Source: an optimization exercise on an open RTL-to-GDS flow (aim: small area, a short achievable clock period and few clock cycles per item). Production flows keep margins and buffers that such runs may drop.
RTL that was checked went through simulation tests only; none was proved equivalent to the original.
Power figures rest on the tool's default switching activity, not on a simulated workload.

## classifierTop
module classifierTop (
    input  wire                   i_clk100,
    input  wire                   i_rstN,
    input  wire cnnPkg::camBus_t  i_cam,
    input  wire                   i_start,
    input  wire                   i_cfgWr,
    input  wire [4-1:0] i_cfgAddr,
    input  wire [15:0]            i_cfgData,
    output logic                  o_busy,
    output logic                  o_done,
    output cnnPkg::score_t        o_score,
    output logic                  o_led
);
Size in the first run: roughly 2300 cells after synthesis, ~550 flip-flops.
clock: 10.0 ns
lec_check: 0
cap_margin: 20
core_margin: 2
core_utilization: 40
cts_cluster_diameter: 100
cts_cluster_size: 24
slew_margin: 20
synth_hierarchical: 1
standard.sh (not shown) runs the stock make flow with config.mk's settings and CLKGATE_MAP_FILE= SYNTH_SCRIPT=/design/flow/synth_recipe.tcl, a recipe that flattens the netlist after the stock synthesis.
==> flow/flow/run.sh <==
#!/bin/bash
set -euo pipefail
bash standard.sh SETUP_SLACK_MARGIN=6.9 "BUFFER_PORTS_ARGS=-buffer_cell sky130_fd_sc_hd__buf_2" finish > standard.log 2>&1
The baseline went through all stages and came out clean.
Testbench counts at the start, summed over its fixed seeds: cycles 38,907, tiles 192.
Rerun with:
==> flow/flow/run.sh (replaced) <==
#!/bin/bash
set -euo pipefail
bash standard.sh SETUP_SLACK_MARGIN=6.7 finish > standard.log 2>&1
Cell area came out lower slightly.
Worst hold slack barely changes.
Fmax came out lower slightly.
Die area stays the same.
Via count came out lower slightly.
Total power came out lower by a few percent.
Global-route usage stays flat.
Sequential power hardly moves.
Worst setup slack loses 54 ps.
Rerun with:
==> flow/flow/run.sh (replaced) <==
#!/bin/bash
set -euo pipefail
bash standard.sh SETUP_SLACK_MARGIN=6.7 "BUFFER_PORTS_ARGS=-buffer_cell sky130_fd_sc_hd__buf_2" finish > standard.log 2>&1
Outcome: Wire length stays flat; non-clock buffer count fell by 10; cell count barely changes; total power rose by 1.2%; setup slack gains 11 ps; clock power rose by about 4%; sequential share of layout area rose by 0.46 points.
Rerun with:
==> flow/flow/run.sh (replaced) <==
#!/bin/bash
set -euo pipefail
bash standard.sh SETUP_SLACK_MARGIN=6.7 finish > standard.log 2>&1
- ABC_AREA: not set -> 1
What happened:
- routed wire length came out lower by 2.6%
- core utilization went down by 0.37 points
- worst hold slack barely changes
- count of clock-buffer cells in the layout rises by 1
- first-iteration DRC count decreases by 1.5%
- total power shrinks by 44%
- clock skew decreases by 18 ps
- synthesized cell count goes up by 26%
- non-clock buffer count is lower by 25

* * *

classifierTop, a different RTL version from the one above (not shown whole).
For scale: roughly 69 I/O pins, about 0.033 mm² of cells after synthesis.
clock: 10.0 ns
lec_check: 0
abc_area: 1
cap_margin: 20
core_margin: 2
core_utilization: 40
slew_margin: 20
==> flow/flow/run.sh <==
#!/bin/bash
set -euo pipefail
bash standard.sh SETUP_SLACK_MARGIN=6.7 finish > standard.log 2>&1
Testbench counts at the start, summed over its fixed seeds: cycles 39,099, tiles 192.
Next try:
--- a/flow/config.mk
+++ b/flow/config.mk
@@ -8 +7,0 @@
-export ABC_AREA = 1
@@ -11,0 +11,2 @@
+export CTS_BUF_LIST = sky130_fd_sc_hd__clkbuf_8
+export CTS_CLUSTER_SIZE = 30
Effect: Cell count goes down by about a fifth. Fmax falls slightly. Register-to-register slack barely changes. Total power came out higher by well over a third. Wire length hardly moves. Design area barely changes. Clock-buffer cell count rises by 25. Clock power drops by a few percent. Core utilization barely changes. Setup slack degrades by 0.039 ns. Die area shrinks slightly.

* * *

classifierTop, a different RTL version from the one above (not shown whole).
Size: ~590 flip-flops, roughly 69 I/O pins, ~32,000 um2 of cells after synthesis.
export LEC_CHECK = 0
export CAP_MARGIN = 20
export CORE_MARGIN = 2
export CORE_UTILIZATION = 40
export SLEW_MARGIN = 20
create_clock -name core_clock -period 10.0 [get_ports {i_clk100}]
Scripts as last shown in full above: flow/flow/run.sh
The baseline went through all stages and came out clean.
Next try:
==> flow/run.sh (new file) <==
#!/bin/bash
# synth_recipe.tcl (not shown) runs the flow's synth.tcl, then flattens the netlist and writes it again
# the make line also repeats each setting of config.mk as NAME=value (left out here)
make -C /OpenROAD-flow-scripts/flow DESIGN_CONFIG=/design/flow/config.mk WORK_HOME=/design/flow/orfs CLKGATE_MAP_FILE= SYNTH_SCRIPT=/design/flow/synth_recipe.tcl finish
- SETUP_SLACK_MARGIN: unset -> 5
removed: flow/flow/run.sh
removed: flow/standard.sh
Outcome:
- die area does not change
- utilization goes down by 3.0 points
- non-clock buffer count shrinks by 149
- cell count fell by about 4%
- clock power barely changes
- area after synthesis does not change
- clock skew grows by 9.9 ps
No run of this note included a check of the RTL's function; only the layout flow was run.

* * *

classifierTop, a different RTL version from the one above (not shown whole).
Size: roughly 2600 cells after synthesis, ~0.033 mm^2 of cells after synthesis.
Settings: LEC_CHECK=0, CAP_MARGIN=20, CORE_MARGIN=2, CORE_UTILIZATION=40, SLEW_MARGIN=20; clock period 10.0 ns.
==> flow/flow/run.sh <==
#!/bin/bash
set -euo pipefail
bash standard.sh SETUP_SLACK_MARGIN=6.7 finish > standard.log 2>&1
Testbench counts at the start, summed over its fixed seeds: cycles 39,099, tiles 192.
Then changed:
==> flow/flow/run.sh (replaced) <==
#!/bin/bash
set -euo pipefail
bash standard.sh SETUP_SLACK_MARGIN=6.9 MATCH_CELL_FOOTPRINT=0 finish > standard.log 2>&1
Effect:
- worst setup slack improved by 0.040 ns
- power went up by 2.3%
- combinational power is higher by 4.1%
- non-clock buffer count goes up by 90
- hold slack gains 0.013 ns
- global-route usage grows by 0.74 points
- count of clock-buffer cells in the layout increases by 1
- synthesized area is unchanged

* * *

Another version of the RTL of classifierTop (not shown whole).
Size in the first run: ~3000 cells after synthesis, about 31000 sq um of cells after synthesis.
export LEC_CHECK = 0
export ABC_AREA = 1
export CAP_MARGIN = 20
export CORE_MARGIN = 2
export CORE_UTILIZATION = 40
export CTS_CLUSTER_DIAMETER = 100
export CTS_CLUSTER_SIZE = 24
export SLEW_MARGIN = 20
export SYNTH_HIERARCHICAL = 1
create_clock -name core_clock -period 10.0 [get_ports {i_clk100}]
==> flow/flow/run.sh <==
#!/bin/bash
set -euo pipefail
bash standard.sh SETUP_SLACK_MARGIN=6.7 finish > standard.log 2>&1
Testbench counts at the start, summed over its fixed seeds: cycles 38,907, tiles 192.
Rerun with:
- ABC_AREA: 1 -> default
- CTS_CLUSTER_DIAMETER: 100 -> default
- CTS_CLUSTER_SIZE: 24 -> default
Effect: Register-to-register slack degrades by 30 ps. Sequential power increases by 47%. Worst setup slack hardly moves. Design area increases by 4.4%. Hold slack improves by 8.7 ps. Clock skew increases by 23 ps.

==> afterwards: timing with drivers on the ports <==
The flow's constraints put no driver on any port. The routed layouts listed below were extracted and timed again, unchanged, in two steps. Step 1 sets driving cells, clkbuf_16 on the clock port and buf_2 on the other inputs (assumed; they add their load-dependent delay and slew). Step 2 also shifts input and output timing later by t, the mid clock arrival at the registers, as if the neighbouring blocks saw the same clock. Slacks: ideal / step 1 / step 2; pairs: ideal / step 1.
run | t, ns | slack for setup (ns) | worst setup path after step 2 | worst data-port slew with drivers (ns)
the first run of note 1 | 0.655 | 6.814 / 6.789 / 6.365 | input to register | 0.05
the second run of note 1 | 0.669 | 6.760 / 6.696 / 6.417 | input to register | 0.06
the third run of note 1 | 0.667 | 6.771 / 6.733 / 6.250 | input to register | 0.05
the fourth run of note 1 | 0.669 | 6.748 / 6.685 / 6.152 | input to register | 0.05
the first run of note 2 | 0.677 | 6.738 / 6.698 / 6.146 | input to register | 0.09
the second run of note 2 | 0.752 | 6.699 / 6.636 / 6.360 | input to register | 0.04
the first run of note 3 | 0.661 | 6.263 / 6.263 / 6.263 | register to register | 0.07
the second run of note 3 | 0.683 | 5.735 / 5.735 / 5.735 | register to register | 0.04
the first run of note 4 | 0.667 | 6.403 / 6.403 / 6.154 | input to register | 0.04
the second run of note 4 | 0.678 | 6.443 / 6.443 / 6.286 | input to register | 0.04
the first run of note 5 | 0.669 | 6.737 / 6.675 / 6.210 | input to register | 0.08
the second run of note 5 | 0.699 | 6.739 / 6.693 / 6.165 | input to register | 0.06
After both steps setup and hold are still met in every run listed. For the fourth run of note 1, which loses most, drivers alone change the setup slack by -0.063 ns; drivers and shift together by -0.596 ns.
